Background: an optimization exercise with open tools, aiming at small area, a short achievable clock period and few clock cycles per item. Do not read the settings as production practice. No run shown here included a check of the RTL's function; only the layout flow was run.

==> flow/design.v, too long to show whole: its modules and the start of the top module <==
// module rbst_front: 73 lines
// module rbst_div_lane: 1061 lines
// module rbst_cmp_step: 224 lines
// module rbst_cmp_fin: 130 lines
// module ray_box_slab_test: 245 lines
module ray_box_slab_test (
	input  logic                                 clk,
	input  logic                                 arst_n,
	input  logic                                 cfg_we,
	input  logic [rbst_pkg::IDX_W-1:0]           cfg_index,
	input  logic [rbst_pkg::COORD_W-1:0]         cfg_wdata,
	input  logic                                 s_tvalid,
	output logic                                 s_tready,
	input  logic [8*rbst_pkg::IN_BYTES-1:0]      s_tdata,
	output logic                                 m_tvalid,
	input  logic                                 m_tready,
	output logic [8*rbst_pkg::OUT_BYTES-1:0]     m_tdata
);
  // ...
==> flow/run.sh <==
#!/bin/bash
# synth_recipe.tcl (not shown) runs the flow's synth.tcl, then flattens the netlist and writes it again
# the make line also repeats each setting of config.mk as NAME=value (left out here)
make -C /OpenROAD-flow-scripts/flow DESIGN_CONFIG=/design/flow/config.mk WORK_HOME=/design/flow/orfs CLKGATE_MAP_FILE= SYNTH_SCRIPT=/design/flow/synth_recipe.tcl finish
==> flow/config.mk <==
export PLATFORM = sky130hd
export DESIGN_NAME = ray_box_slab_test
export DESIGN_NICKNAME = ray_box_slab_test
export VERILOG_FILES = /design/flow/design.v
export SDC_FILE = /design/flow/constraint.sdc
export NUM_CORES = 8
export LEC_CHECK = 0
export CAP_MARGIN = 20
export CORE_MARGIN = 2
export CORE_UTILIZATION = 40
export SETUP_SLACK_MARGIN = 4.5
export SLEW_MARGIN = 20
==> flow/constraint.sdc <==
create_clock -name core_clock -period 8.0 [get_ports {clk}]
set_input_delay 1.6000 -clock core_clock [delete_from_list [all_inputs] [get_ports {clk}]]
set_output_delay 1.6000 -clock core_clock [all_outputs]
set_load 0.01 [all_outputs]
==> results.sh, run 1 <==
export IMPL_cp_num_cells=13
export IMPL_grt_usage_pct=28.3
export IMPL_violations="antenna rules"
export IMPL_path_max_fanout=4
export IMPL_whs_endpoint="g_st[2].g_l[5].u_div.a[1]$_DFF_P_"
export IMPL_synth_area_leader_cell="dfxtp_1"
export IMPL_status="finished with violations"
export IMPL_port_buffers=234
export IMPL_buffers=5908
export IMPL_grt_util_met2_pct=44.1
export IMPL_crit_chain="inv_1 -> ha_1 -> a21oi_1 -> o21ai_0 -> o221ai_1 -> nand4_1 -> and4_4 -> or3_4 -> o311ai_2 -> o311ai_1 -> or4_1 -> a2111o_1 -> a2111oi_4"
export IMPL_cts_sinks=10100
export IMPL_cpPeakStageDelay_ns=0.45
export IMPL_seq_share_pct=28.5
export IMPL_ant_nets=1
export IMPL_yosysSeqAreaShare_pct=39.2
export IMPL_num_antenna_cells=285
export IMPL_timing_rr_end="hit_q$_DFF_P_"
export IMPL_clock_buffers=1629
export IMPL_final_seq_area_mm2=0.204
export IMPL_yosys_area_share_simple_pct=10.8
export IMPL_grt_busiest_layer="met2"
export IMPL_core_mm2=1.29
export IMPL_fin_util_pct=55.4
export IMPL_root_buffer="clkbuf_16"
export IMPL_first_global_vias=424000
export IMPL_yosysMostFrequentCell="dfxtp_1"
export IMPL_placed_area_mm2=0.534
export IMPL_clock_cell_area_share_pct=5.47
export IMPL_endpoint_kind="flip-flop"
==> run 2, diff against run 1 <==
--- a/flow/config.mk
+++ b/flow/config.mk
@@ -8,5 +8,7 @@
 export CAP_MARGIN = 20
 export CORE_MARGIN = 2
 export CORE_UTILIZATION = 40
+export CTS_CLUSTER_DIAMETER = 60
+export CTS_CLUSTER_SIZE = 30
 export SETUP_SLACK_MARGIN = 4.5
 export SLEW_MARGIN = 20
==> run 2 against run 1 <==
Against the previous run: now clean on timing, DRC and antenna; register-to-register slack got worse by 0.11 ns; die area did not move; cell count fell by 0.70%; synthesized cell count did not move; clock-buffer cell count fell by 755; sequential share of layout area rose by 0.37 points; worst hold slack got worse by 0.025 ns; sequential cell count did not move; global-route usage fell by 0.24 points; critical path depth rose by 3; highest routed layer unchanged.
==> results.sh, run 2 <==
export IMPL_port_buffers=234
export IMPL_synth_area_leaders="dfxtp_1, fa_1, ha_1"
export IMPL_required_ns=9.13
export IMPL_min_from="t_st[336]$_DFF_P_"
export IMPL_setup_viol=0
export IMPL_clkLatencyLatePin_ns=1.31
export IMPL_gp_congestion=0.945
export IMPL_rows=418
export IMPL_r2r_start="c_st[2270]$_DFF_P_"
export IMPL_dieArea_mm2=1.31
export IMPL_path_max_fanout=6
export IMPL_whs_endpoint="t_st[432]$_DFF_P_"
export IMPL_area_delta_synth_final_pct=36.5
export IMPL_vias_per_cell=5.97
export IMPL_start_util_pct=40.1
export IMPL_slew_headroom_pct=12.4
export IMPL_grt_pass1_wl_um=2830000
export IMPL_critical_path_class="reg2reg"
export IMPL_grt_max_degree=111
export IMPL_cts_clk_slew_worst_paths_ns=0.10
export IMPL_syn_avg_cell_area_um2=9.04
export IMPL_wl_per_cell_um=27.6
export IMPL_hold_viol_final=0
export IMPL_cts_buffer_depth=5
export IMPL_die_w_um=1140
export IMPL_final_nets=64600
export IMPL_setup_tns_final_ns=0
export IMPL_yosysSeqAreaShare_pct=39.2
export IMPL_cp_start_kind="flip-flop"
export IMPL_maxCapViolCount=0
export IMPL_first_global_vias=419000
export IMPL_placed_area_mm2=0.534
export IMPL_cts_sinks=10100
export IMPL_synth_area_leader_cell="dfxtp_1"
export IMPL_core_mm2=1.29
export IMPL_fin_crit_ns=4.17
export IMPL_rsz0062_at_grt="true"
export IMPL_synth_edf_count=21
export IMPL_synth_flop_cell="dfxtp_1"
export IMPL_synthDistinctLibCells=109
export IMPL_ios=242
export IMPL_tightestPinTransition_ns=1.31
export IMPL_cts_buffers=820
export IMPL_cts_max_level=6
export IMPL_grt_usage_pct=28.1
export IMPL_worstHoldPathCells=0
export IMPL_yosysTopAreaCellShare_pct=37.9
export IMPL_hold_path_class="reg2reg"
export IMPL_overflow=0
export IMPL_yosysWarnings=7
export IMPL_fin_crit_sh_pct=52.1
export IMPL_antenna_found_initial=151
export IMPL_synthArstFlopShare_pct=2.52
export IMPL_synthCells=57300
export IMPL_max_freq_mhz=240
export IMPL_regMostFlops="s_st"
export IMPL_fin_area_mm2=0.708
export IMPL_cts_tree="built"
export IMPL_via_count=464000
export IMPL_root_buffer="clkbuf_16"
export IMPL_first_pass_iters=10
export IMPL_timing_rr_end="s_st[2464]$_DFF_P_"
export IMPL_mostFrequentLayoutCells="dfxtp_1, nor2_1, nand2_1, a21oi_1, inv_1"
export IMPL_drc_errors=0
export IMPL_rrSetupSlack_ns=3.83
export IMPL_finalClockSkew_ns=0.166
export IMPL_largest_reg_flops=3168
export IMPL_nFillCells=107000
export IMPL_ys_ff_latch=10100
export IMPL_layout_commonest_cell="dfxtp_1"
export IMPL_synthTopCellsByCount="dfxtp_1, a21oi_1, nor2_1, nand2_1, o21ai_0"
export IMPL_synth_area_mm2=0.518
export IMPL_status="timing/DRC/antenna clean"
export IMPL_reg2reg_depth=16
export IMPL_wl_um=2150000
export IMPL_hpwlAfterDp_um=1230000
export IMPL_yosysMostFrequentCell="dfxtp_1"
export IMPL_cp_arrival_ns=5.30
export IMPL_drive_gt1_share_pct=34.2
export IMPL_slew_violations=0
export IMPL_endpoint_kind="flip-flop"
export IMPL_ant_nets=0
export IMPL_drt_initial_drc_count=50800
export IMPL_reg_top3="s_st (3168), c_st (3072), d_st (1395)"
export IMPL_die_h_um=1140
## run 2: cells by family after synthesis
family / after synthesis / share of synthesized area [%]
xor+xnor: 1342 / 2.27
other cells: 1 / 0.000723
compound gates: 17900 / 22.0
buf+inv: 8466 / 6.21
simple gates: 12900 / 10.8
flops: 10100 / 39.2
mux: 1748 / 3.61
fa+ha+maj: 4953 / 15.8
## run 2: repair_timing
item	CTS	global route
endpoints found under the setup margin	6596	6217
pin swaps	2606	4554
resized for setup	8931	10700
endpoints found under the hold margin	0	0
setup buffers	2417	1832
gates cloned	521	368
hold buffers	0	0
## run 2: final cells by class
type,instances,area [um^2],share of cell area (%)
Clock buffer,874,21200,2.99
Clock inverter,672,10400,1.46
Sequential cell,10100,204000,28.9
Tap cell,17200,21500,3.04
Timing Repair inverter,3,21.3,0.00300
Multi-Input combinational cell,39000,362000,51.1
Timing Repair Buffer,5876,73500,10.4
Antenna cell,262,656,0.0926
Inverter,3685,14300,2.02
## run 2: stage by stage
step | instances | worst slack, ns | utilization [%] | hold WS (ns)
after floorplan | 57300 | 3.59 | - | 0.310
after global placement | 70700 | 1.63 | 41.3 | 0.310
after detailed placement | 70700 | 1.58 | 41.3 | 0.312
after CTS | 75200 | 4.12 | 49.2 | 0.259
after global routing | 77600 | 3.77 | 54.7 | 0.266
final | 77700 | 3.83 | 54.7 | 0.249
## run 2: worst max-delay path, stage by stage (launching register included)
cell,delay [ns]
dfxtp_2,0.36
inv_2,0.05
ha_4,0.16
fa_2,0.71
nor2_4,0.06
a211o_1,0.27
a22o_1,0.25
a21oi_2,0.17
nor3b_4,0.09
nor3_4,0.46
buf_12,0.22
buf_12,0.13
buf_16,0.16
nor2_1,0.06
a21oi_1,0.20
a211oi_2,0.08
fa_2,0.54
## run 2: routing by layer
metal | up-vias | global-route usage [%] | wire length (um)
met4 | 70 | 13.0 | 166000
met1 | 228000 | 38.3 | 853000
met3 | 6258 | 4.14 | 183000
li1 | 206000 | - | -
met2 | 23000 | 44.0 | 945000
met5 | - | 0 | 466
## run 2: how the worst max path moves through the flow
stage | start | endpoint | slack (ns) | cells past startpoint
global placement | s_tdata[94] | u_front.nm_1[162]$_DFF_P_ | 1.63 | 16
global route | c_st[2270]$_DFF_P_ | s_st[2464]$_DFF_P_ | 3.77 | 16
CTS | s_st[3346]$_DFF_P_ | hit_q$_DFF_P_ | 4.12 | 13
floorplan | s_tdata[83] | u_front.nm_1[162]$_DFF_P_ | 3.59 | 15
finish | c_st[2270]$_DFF_P_ | s_st[2464]$_DFF_P_ | 3.83 | 16
detailed placement | s_tdata[91] | u_front.nm_1[162]$_DFF_P_ | 1.58 | 16
==> module ray_box_slab_test, before the edit <==
module ray_box_slab_test (
	input  logic                                 clk,
	input  logic                                 arst_n,
	input  logic                                 cfg_we,
	input  logic [rbst_pkg::IDX_W-1:0]           cfg_index,
	input  logic [rbst_pkg::COORD_W-1:0]         cfg_wdata,
	input  logic                                 s_tvalid,
	output logic                                 s_tready,
	input  logic [8*rbst_pkg::IN_BYTES-1:0]      s_tdata,
	output logic                                 m_tvalid,
	input  logic                                 m_tready,
	output logic [8*rbst_pkg::OUT_BYTES-1:0]     m_tdata
);
	localparam int AX   = rbst_pkg::AXES;
	localparam int LN   = rbst_pkg::LANES;
	localparam int RW   = rbst_pkg::RW;
	localparam int DW   = rbst_pkg::DW;
	localparam int TW   = rbst_pkg::TW;
	localparam int NST  = rbst_pkg::NST;
	localparam int NC   = rbst_pkg::NCMP;
	localparam int LAT  = rbst_pkg::FRONT_LAT + NST + 1;
	localparam int QD   = LAT + 2;
	localparam int CNTW = 5;    
	logic [AX*32-1:0] lo_q, hi_q;
	logic [15:0]      eps_q;
	always_ff @(posedge clk or negedge arst_n) begin
		if (!arst_n) begin
			lo_q  <= '0;
			hi_q  <= '0;
			eps_q <= 16'd66;
		end else if (cfg_we) begin
			case (cfg_index)
				rbst_pkg::REG_LOW_X:  lo_q[0 +: 32]  <= cfg_wdata;
				rbst_pkg::REG_LOW_Y:  lo_q[32 +: 32] <= cfg_wdata;
				rbst_pkg::REG_LOW_Z:  lo_q[64 +: 32] <= cfg_wdata;
				rbst_pkg::REG_HIGH_X: hi_q[0 +: 32]  <= cfg_wdata;
				rbst_pkg::REG_HIGH_Y: hi_q[32 +: 32] <= cfg_wdata;
				rbst_pkg::REG_HIGH_Z: hi_q[64 +: 32] <= cfg_wdata;
				rbst_pkg::REG_EPS:    eps_q          <= cfg_wdata[15:0];
				default: ;
			endcase
		end
	end
	logic [LAT-1:0] vld_q;
	logic           rdy_q;
	logic           acc;
	assign acc      = s_tvalid && rdy_q;
	assign s_tready = rdy_q;
	always_ff @(posedge clk or negedge arst_n) begin
		if (!arst_n) vld_q <= '0;
		else         vld_q <= {vld_q[LAT-2:0], acc};
	end
	logic [LN*31-1:0] r0;
	logic [LN*TW-1:0] tail0;
	logic [AX*DW-1:0] den0;
	logic [LN-1:0]    nrm0, ngt0, cneg0;
	logic             blk0;
	rbst_front u_front (
		.clk    (clk),
		.lo     (lo_q),
		.hi     (hi_q),
		.org    (s_tdata[0 +: 96]),
		.dir    (s_tdata[96 +: 96]),
		.r0_o   (r0),
		.tail_o (tail0),
		.den_o  (den0),
		.nrm_o  (nrm0),
		.ngt_o  (ngt0),
		.cneg_o (cneg0),
		.blk_o  (blk0)
	);
	logic [(NST+1)*LN*RW-1:0] s_st, c_st;
	logic [(NST+1)*LN*TW-1:0] t_st;
	logic [(NST+1)*AX*DW-1:0] d_st;
	logic [(NST+1)*LN-1:0]    nrm_st, ngt_st, cmc_st;
	logic [(NST+1)*NC*3-1:0]  cmp_st;
	logic [NST:0]             blk_st;
	logic [(NST+1)*LN*3-1:0]  pd_st;     
	for (genvar l = 0; l < LN; l++) begin : g_in
		assign s_st[l*RW +: RW] = ~{2'b00, r0[l*31 +: 31]};
		assign c_st[l*RW +: RW] = '1;
	end
	assign t_st[0 +: LN*TW]   = tail0;
	assign d_st[0 +: AX*DW]   = den0;
	assign nrm_st[0 +: LN]    = nrm0;
	assign ngt_st[0 +: LN]    = ngt0;
	assign cmc_st[0 +: LN]    = ~nrm0 & ~cneg0;
	assign cmp_st[0 +: NC*3]  = '0;
	assign blk_st[0]          = blk0;
	assign pd_st[0 +: LN*3]   = '0;
	for (genvar j = 0; j < NST; j++) begin : g_st
		localparam int EP = (j >= 9) ? 32 - 2*j : 0;    
		logic [LN*RW-1:0] s_n, c_n;
		logic [LN*3-1:0]  dg;       
		logic [NC*3-1:0]  cm_n;
		for (genvar l = 0; l < LN; l++) begin : g_l
			logic p2, p1, n1, n2, e2, e1, f1, f2;
			wire  nrm = nrm_st[j*LN + l];
			wire  ngt = ngt_st[j*LN + l];
			rbst_div_lane u_div (
				.s_in  (s_st[(j*LN+l)*RW +: RW]),
				.c_in  (c_st[(j*LN+l)*RW +: RW]),
				.d     (d_st[(j*AX + l/2)*DW +: DW]),
				.bb    ((j < 8) ? t_st[(j*LN+l)*TW + ((j < 8) ? 14-2*j : 0) +: 2] : 2'b00),
				.s_out (s_n[l*RW +: RW]),
				.c_out (c_n[l*RW +: RW]),
				.p2    (p2),
				.p1    (p1),
				.n1    (n1),
				.n2    (n2)
			);
			if (j == 0) begin : g_first
				wire cneg = !nrm && !cmc_st[l];
				assign e2 = nrm ? (ngt ? n2 : p2) : !cneg;
				assign f2 = nrm ? (ngt ? p2 : n2) : cneg;
			end else begin : g_rest
				assign e2 = nrm && (ngt ? n2 : p2);
				assign f2 = nrm && (ngt ? p2 : n2);
			end
			assign e1 = nrm && (ngt ? n1 : p1);
			assign f1 = nrm && (ngt ? p1 : n1);
			assign dg[l*3 +: 3] = {f1 || f2, e2 || f1 || f2, e1 || f1};
		end
		wire [LN*3-1:0] dq = pd_st[j*LN*3 +: LN*3];
		for (genvar a = 0; a < AX; a++) begin : g_ca
			for (genvar b = 0; b < AX; b++) begin : g_cb
				rbst_cmp_step u_cmp (
					.d_in  (cmp_st[(j*NC + 3*a+b)*3 +: 3]),
					.a     (dq[(2*a)*3 +: 3]),
					.b     (dq[(2*b+1)*3 +: 3]),
					.d_out (cm_n[(3*a+b)*3 +: 3])
				);
			end
		end
		for (genvar b = 0; b < AX; b++) begin : g_ce
			rbst_cmp_step u_cmp (
				.d_in  (cmp_st[(j*NC + 9+b)*3 +: 3]),
				.a     (dq[(2*b+1)*3 +: 3]),
				.b     ((j >= 9) ? {1'b0, eps_q[EP +: 2]} : 3'b000),
				.d_out (cm_n[(9+b)*3 +: 3])
			);
		end
		always_ff @(posedge clk) begin
			s_st[(j+1)*LN*RW +: LN*RW] <= s_n;
			c_st[(j+1)*LN*RW +: LN*RW] <= c_n;
			t_st[(j+1)*LN*TW +: LN*TW] <= t_st[j*LN*TW +: LN*TW];
			d_st[(j+1)*AX*DW +: AX*DW] <= d_st[j*AX*DW +: AX*DW];
			nrm_st[(j+1)*LN +: LN]     <= nrm_st[j*LN +: LN];
			ngt_st[(j+1)*LN +: LN]     <= ngt_st[j*LN +: LN];
			cmc_st[(j+1)*LN +: LN]     <= cmc_st[j*LN +: LN];
			cmp_st[(j+1)*NC*3 +: NC*3] <= (j == 0) ? '0 : cm_n;
			pd_st[(j+1)*LN*3 +: LN*3]  <= dg;
			blk_st[j+1]                <= blk_st[j];
		end
	end
	logic [LN-1:0] cp, cn;
	logic          hit_q;
	for (genvar l = 0; l < LN; l++) begin : g_fin
		wire [RW-1:0] w   = ~s_st[(NST*LN+l)*RW +: RW] + ~c_st[(NST*LN+l)*RW +: RW];
		wire          nrm = nrm_st[NST*LN + l];
		wire          ngt = ngt_st[NST*LN + l];
		wire          cmc = cmc_st[NST*LN + l];
		assign cp[l] = nrm && w[RW-1] && ngt;
		assign cn[l] = (nrm && w[RW-1] && !ngt) || cmc;
	end
	wire [LN*3-1:0] dql = pd_st[NST*LN*3 +: LN*3];
	logic [NC*3-1:0] cm_l;
	for (genvar a = 0; a < AX; a++) begin : g_la
		for (genvar b = 0; b < AX; b++) begin : g_lb
			rbst_cmp_step u_cmp (
				.d_in  (cmp_st[(NST*NC + 3*a+b)*3 +: 3]),
				.a     (dql[(2*a)*3 +: 3]),
				.b     (dql[(2*b+1)*3 +: 3]),
				.d_out (cm_l[(3*a+b)*3 +: 3])
			);
		end
	end
	for (genvar b = 0; b < AX; b++) begin : g_le
		rbst_cmp_step u_cmp (
			.d_in  (cmp_st[(NST*NC + 9+b)*3 +: 3]),
			.a     (dql[(2*b+1)*3 +: 3]),
			.b     ({1'b0, eps_q[1:0]}),
			.d_out (cm_l[(9+b)*3 +: 3])
		);
	end
	logic [NC-1:0] ok;
	for (genvar a = 0; a < AX; a++) begin : g_fa
		for (genvar b = 0; b < AX; b++) begin : g_fb
			logic neg, pos;
			rbst_cmp_fin u_fin (
				.d_in (cm_l[(3*a+b)*3 +: 3]),
				.ap   (cp[2*a]),
				.an   (cn[2*a]),
				.bp   (cp[2*b+1]),
				.bn   (cn[2*b+1]),
				.neg  (neg),
				.pos  (pos)
			);
			assign ok[3*a+b] = neg;
		end
	end
	for (genvar b = 0; b < AX; b++) begin : g_fe
		logic neg, pos;
		rbst_cmp_fin u_fin (
			.d_in (cm_l[(9+b)*3 +: 3]),
			.ap   (cp[2*b+1]),
			.an   (cn[2*b+1]),
			.bp   (1'b0),
			.bn   (1'b0),
			.neg  (neg),
			.pos  (pos)
		);
		assign ok[9+b] = pos;
	end
	always_ff @(posedge clk) hit_q <= !blk_st[NST] && (&ok);
	logic [QD-1:0] qv, qd;
	logic [CNTW-1:0] cnt_q;
	logic          take;
	logic [QD:0]   vs;
	logic [QD-1:0] ds;
	assign take     = qv[0] && m_tready;
	assign m_tvalid = qv[0];
	assign m_tdata  = {{(8*rbst_pkg::OUT_BYTES-1){1'b0}}, qd[0]};
	always_comb begin
		vs = take ? {2'b00, qv[QD-1:1]} : {1'b0, qv};
		ds = take ? {1'b0, qd[QD-1:1]} : qd;
	end
	always_ff @(posedge clk or negedge arst_n) begin
		if (!arst_n) begin
			qv    <= '0;
			cnt_q <= '0;
			rdy_q <= 1'b1;
		end else begin
			for (int i = 0; i < QD; i++)
				qv[i] <= vs[i] || (vld_q[LAT-1] && (i == 0 || vs[i-1]));
			cnt_q <= cnt_q + CNTW'(acc) - CNTW'(take);
			rdy_q <= (cnt_q + CNTW'(acc) - CNTW'(take)) < CNTW'(QD);
		end
	end
	always_ff @(posedge clk) begin
		for (int i = 0; i < QD; i++)
			if (!vs[i] && (i == 0 || vs[i-1])) qd[i] <= hit_q;
			else                               qd[i] <= ds[i];
	end
endmodule
==> run 3, diff against run 2 <==
--- a/flow/design.v
+++ b/flow/design.v
@@ -1529,7 +1529,7 @@
 	localparam int TW   = rbst_pkg::TW;
 	localparam int NST  = rbst_pkg::NST;
 	localparam int NC   = rbst_pkg::NCMP;
-	localparam int LAT  = rbst_pkg::FRONT_LAT + NST + 1;
+	localparam int LAT  = rbst_pkg::FRONT_LAT + NST + 2;
 	localparam int QD   = LAT + 2;
 	localparam int CNTW = 5;    
 	logic [AX*32-1:0] lo_q, hi_q;
@@ -1664,18 +1664,26 @@
 			blk_st[j+1]                <= blk_st[j];
 		end
 	end
-	logic [LN-1:0] cp, cn;
-	logic          hit_q;
+	logic [LN-1:0]   wneg_q, nrm_q, ngt_q, cmc_q;
+	logic [NC*3-1:0] cm_q;
+	logic            blk_q;
+	logic [LN-1:0]   cp, cn;
+	logic            hit_q;
 	for (genvar l = 0; l < LN; l++) begin : g_fin
-		wire [RW-1:0] w   = ~s_st[(NST*LN+l)*RW +: RW] + ~c_st[(NST*LN+l)*RW +: RW];
-		wire          nrm = nrm_st[NST*LN + l];
-		wire          ngt = ngt_st[NST*LN + l];
-		wire          cmc = cmc_st[NST*LN + l];
-		assign cp[l] = nrm && w[RW-1] && ngt;
-		assign cn[l] = (nrm && w[RW-1] && !ngt) || cmc;
+		wire [RW-1:0] w = ~s_st[(NST*LN+l)*RW +: RW] + ~c_st[(NST*LN+l)*RW +: RW];
+		always_ff @(posedge clk) wneg_q[l] <= w[RW-1];
+		assign cp[l] = nrm_q[l] && wneg_q[l] && ngt_q[l];
+		assign cn[l] = (nrm_q[l] && wneg_q[l] && !ngt_q[l]) || cmc_q[l];
 	end
 	wire [LN*3-1:0] dql = pd_st[NST*LN*3 +: LN*3];
 	logic [NC*3-1:0] cm_l;
+	always_ff @(posedge clk) begin
+		nrm_q <= nrm_st[NST*LN +: LN];
+		ngt_q <= ngt_st[NST*LN +: LN];
+		cmc_q <= cmc_st[NST*LN +: LN];
+		cm_q  <= cm_l;
+		blk_q <= blk_st[NST];
+	end
 	for (genvar a = 0; a < AX; a++) begin : g_la
 		for (genvar b = 0; b < AX; b++) begin : g_lb
 			rbst_cmp_step u_cmp (
@@ -1699,7 +1707,7 @@
 		for (genvar b = 0; b < AX; b++) begin : g_fb
 			logic neg, pos;
 			rbst_cmp_fin u_fin (
-				.d_in (cm_l[(3*a+b)*3 +: 3]),
+				.d_in (cm_q[(3*a+b)*3 +: 3]),
 				.ap   (cp[2*a]),
 				.an   (cn[2*a]),
 				.bp   (cp[2*b+1]),
@@ -1713,7 +1721,7 @@
 	for (genvar b = 0; b < AX; b++) begin : g_fe
 		logic neg, pos;
 		rbst_cmp_fin u_fin (
-			.d_in (cm_l[(9+b)*3 +: 3]),
+			.d_in (cm_q[(9+b)*3 +: 3]),
 			.ap   (cp[2*b+1]),
 			.an   (cn[2*b+1]),
 			.bp   (1'b0),
@@ -1723,7 +1731,7 @@
 		);
 		assign ok[9+b] = pos;
 	end
-	always_ff @(posedge clk) hit_q <= !blk_st[NST] && (&ok);
+	always_ff @(posedge clk) hit_q <= !blk_q && (&ok);
 	logic [QD-1:0] qv, qd;
 	logic [CNTW-1:0] cnt_q;
 	logic          take;
--- a/flow/config.mk
+++ b/flow/config.mk
@@ -8,7 +8,5 @@
 export CAP_MARGIN = 20
 export CORE_MARGIN = 2
 export CORE_UTILIZATION = 40
-export CTS_CLUSTER_DIAMETER = 60
-export CTS_CLUSTER_SIZE = 30
-export SETUP_SLACK_MARGIN = 4.5
+export SETUP_SLACK_MARGIN = 4.2
 export SLEW_MARGIN = 20
==> run 3 against run 2 <==
Against the previous run: die area increased by 0.69%; sequential cell count up 64; register-to-register slack gained 0.32 ns; wire length fell by 15%; sequential share of layout area increased by 4.4 points; fmax increased by 7.2%; first-iteration DRC count fell by 14%; cell count shrank 4.3%; largest cell class unchanged.
==> results.sh, run 3 <==
export IMPL_cts_buffers=1195
export IMPL_fin_area_mm2=0.616
export IMPL_core_mm2=1.30
export IMPL_largest_reg_flops=3168
export IMPL_vias_per_cell=5.79
export IMPL_wl_per_cell_um=24.7
export IMPL_maxCapViolCount=0
export IMPL_ant_nets=0
export IMPL_cts_max_level=7
export IMPL_critical_path_class="in2reg"
export IMPL_first_pass_iters=12
export IMPL_drt_initial_drc_count=43900
export IMPL_cts_clk_slew_worst_paths_ns=0.06
export IMPL_antenna_found_initial=123
export IMPL_hold_viol_final=0
export IMPL_overflow=0
export IMPL_die_h_um=1150
export IMPL_synth_flop_cell="dfxtp_1"
export IMPL_cp_arrival_ns=5.08
export IMPL_path_max_fanout=15
export IMPL_wl_um=1840000
export IMPL_root_buffer="clkbuf_16"
export IMPL_yosysSeqAreaShare_pct=39.2
export IMPL_synthArstFlopShare_pct=2.52
export IMPL_cts_tree="built"
export IMPL_finalClockSkew_ns=0.140
export IMPL_grt_max_degree=117
export IMPL_first_global_vias=397000
export IMPL_regMostFlops="s_st"
export IMPL_place_inst=70500
export IMPL_final_nets=61000
export IMPL_cts_buffer_depth=6
export IMPL_yosysWarnings=7
export IMPL_drc_errors=0
export IMPL_rsz0062_at_grt="true"
export IMPL_rows=419
export IMPL_yosysMostFrequentCell="dfxtp_1"
export IMPL_max_freq_mhz=257
export IMPL_grt_pass1_wl_um=2610000
export IMPL_synthCells=57100
export IMPL_synthDistinctLibCells=109
export IMPL_tightestPinTransition_ns=1.35
export IMPL_setup_tns_final_ns=0
export IMPL_endpoint_kind="flip-flop"
export IMPL_hold_path_class="reg2reg"
export IMPL_slew_headroom_pct=9.74
export IMPL_fin_crit_ns=3.88
export IMPL_gp_congestion=0.946
export IMPL_start_util_pct=40.1
export IMPL_port_buffers=234
export IMPL_area_delta_synth_final_pct=17.9
export IMPL_dieArea_mm2=1.31
export IMPL_required_ns=9.20
export IMPL_hpwlAfterDp_um=1240000
export IMPL_yosysTopAreaCellShare_pct=37.9
export IMPL_placed_area_mm2=0.536
export IMPL_syn_avg_cell_area_um2=9.14
export IMPL_ios=242
export IMPL_synth_area_leaders="dfxtp_1, fa_1, ha_1"
export IMPL_drive_gt1_share_pct=14.3
export IMPL_synth_area_leader_cell="dfxtp_1"
export IMPL_clkLatencyLatePin_ns=1.35
export IMPL_synthTopCellsByCount="dfxtp_1, a21oi_1, nor2_1, nand2_1, clkbuf_1"
export IMPL_synth_area_mm2=0.522
export IMPL_mostFrequentLayoutCells="dfxtp_1, a21oi_1, nor2_1, nand2_1, inv_1"
export IMPL_setup_viol=0
export IMPL_via_count=431000
export IMPL_cp_start_kind="primary input"
export IMPL_ys_ff_latch=10200
export IMPL_instances_no_fill=74300
export IMPL_fin_crit_sh_pct=48.6
export IMPL_hold_ws_ns=0.266
export IMPL_synth_edf_count=22
export IMPL_cts_sinks=10200
export IMPL_die_w_um=1150
export IMPL_slew_violations=0
export IMPL_reg_top3="s_st (3168), c_st (3072), d_st (1395)"
export IMPL_status="timing/DRC/antenna clean"
export IMPL_grt_usage_pct=25.2
export IMPL_layout_commonest_cell="dfxtp_1"
-- run 3: cell types whose count changed after synthesis, sizes merged, moves of 146 or more --
cell,change
nor2,-277
nand2,-454
o21ai,-667
a22o,+152
o221a,-146
a221oi,+275
o22ai,+364
-- run 3: logic make-up after synthesis --
family | share of synthesized area [%]
XOR/XNOR | 2.34
AND/OR/NAND/NOR | 10.3
AO/OA/AOI/OAI | 22.5
adder cells (fa/ha/maj) | 15.8
flip-flops | 39.2
other | 0.000718
multiplexers | 3.61
buffers and inverters | 6.22
-- run 3: per-layer routing --
layer / share of wire (%) / track usage [%] / wire length, um / vias up
met5: 0.014 / 0 / 266 / -
met4: 4.8 / 9.63 / 87600 / 40
met3: 7.2 / 3.40 / 132000 / 3619
met2: 44 / 39.3 / 813000 / 18000
met1: 44 / 35.7 / 803000 / 209000
li1: - / - / - / 200000
-- run 3: final timing paths --
check	startpoint	to	slack, ns	depth (start not counted)
setup reg to reg	c_st[554]$_DFF_P_	pd_st[68]$_DFF_P_	4.15	15
hold reg to reg	u_front.tail_o[76]$_SDFF_PN0_	g_st[1].g_l[4].u_div.a[0]$_DFF_P_	0.27	0
hold / removal	u_front.tail_o[76]$_SDFF_PN0_	g_st[1].g_l[4].u_div.a[0]$_DFF_P_	0.27	0
setup / recovery	s_tdata[90]	u_front.nm_1[195]$_DFF_P_	4.12	14
max in group asynchronous	arst_n	lo_q[35]$_DFFE_PN0P_	6.42	2
min in group asynchronous	arst_n	hi_q[57]$_DFFE_PN0P_	0.30	1
-- run 3: cell type report --
class                           instances  area, um^2
Antenna cell                          320         801
Clock buffer                         1623       34300
Clock inverter                        410        5580
Fill cell                          121000      685000
Inverter                             3692       14100
Multi-Input combinational cell      38600      308000
Sequential cell                     10200      205000
Tap cell                            17300       21600
Timing Repair Buffer                 2248       26100
Timing Repair inverter                  3        20.0
-- run 3: worst max-delay path, cell delays in order --
cell,delay [ns]
clkdlybuf4s50_1,0.52
inv_1,0.14
ha_2,0.38
inv_1,0.21
o21bai_1,0.11
a21oi_1,0.36
o221ai_2,0.22
nor2_1,0.16
nand4_1,0.19
o21ai_4,0.16
buf_12,0.21
mux2_4,0.34
o21a_1,0.21
o311ai_1,0.26
-- run 3: stage by stage --
step | utilization (%) | setup slack, ns
after floorplan | - | 3.82
after global placement | 41.2 | 2.00
after detailed placement | 41.2 | 2.02
after CTS | 45.5 | 4.05
after global routing | 47.3 | 4.04
final | 47.3 | 4.12
-- run 3: timing repair --
item | 4_1_cts | 5_1_grt
resized for setup | 2062 | 2741
cloned | 130 | 171
setup endpoints to repair | 5781 | 5175
hold buffers | 0 | 0
buffers inserted | 358 | 769
pin swaps | 269 | 864

[what the ideal ports hide]
How much do the figures lean on ideal ports? The routed layouts below were timed once more, with nothing changed but the port constraints.
Step 1, drivers: a clkbuf_16 drives clk and a buf_2 each remaining input, both assumed.
Step 2 also shifts input and output timing later by t, the mid clock arrival at the registers, as if the neighbouring blocks saw the same clock.
Slacks: ideal ports / drivers / drivers and shift; pairs: ideal ports / drivers.
run	t (ns)	slack for setup (ns)	latest minus earliest clock arrival (ns)	worst data-port slew with drivers (ns)	pins driven straight from the clock port
run 1	1.437	3.949 / 3.949 / 3.013	0.159 / 0.159	0.20	1
run 2	1.394	3.835 / 3.835 / 3.057	0.221 / 0.221	0.19	1
run 3	1.450	4.116 / 4.134 / 2.802	0.177 / 0.177	0.20	1
The setup slack of run 3, which loses most, moves by +0.018 ns with the drivers and by -1.314 ns with both steps.
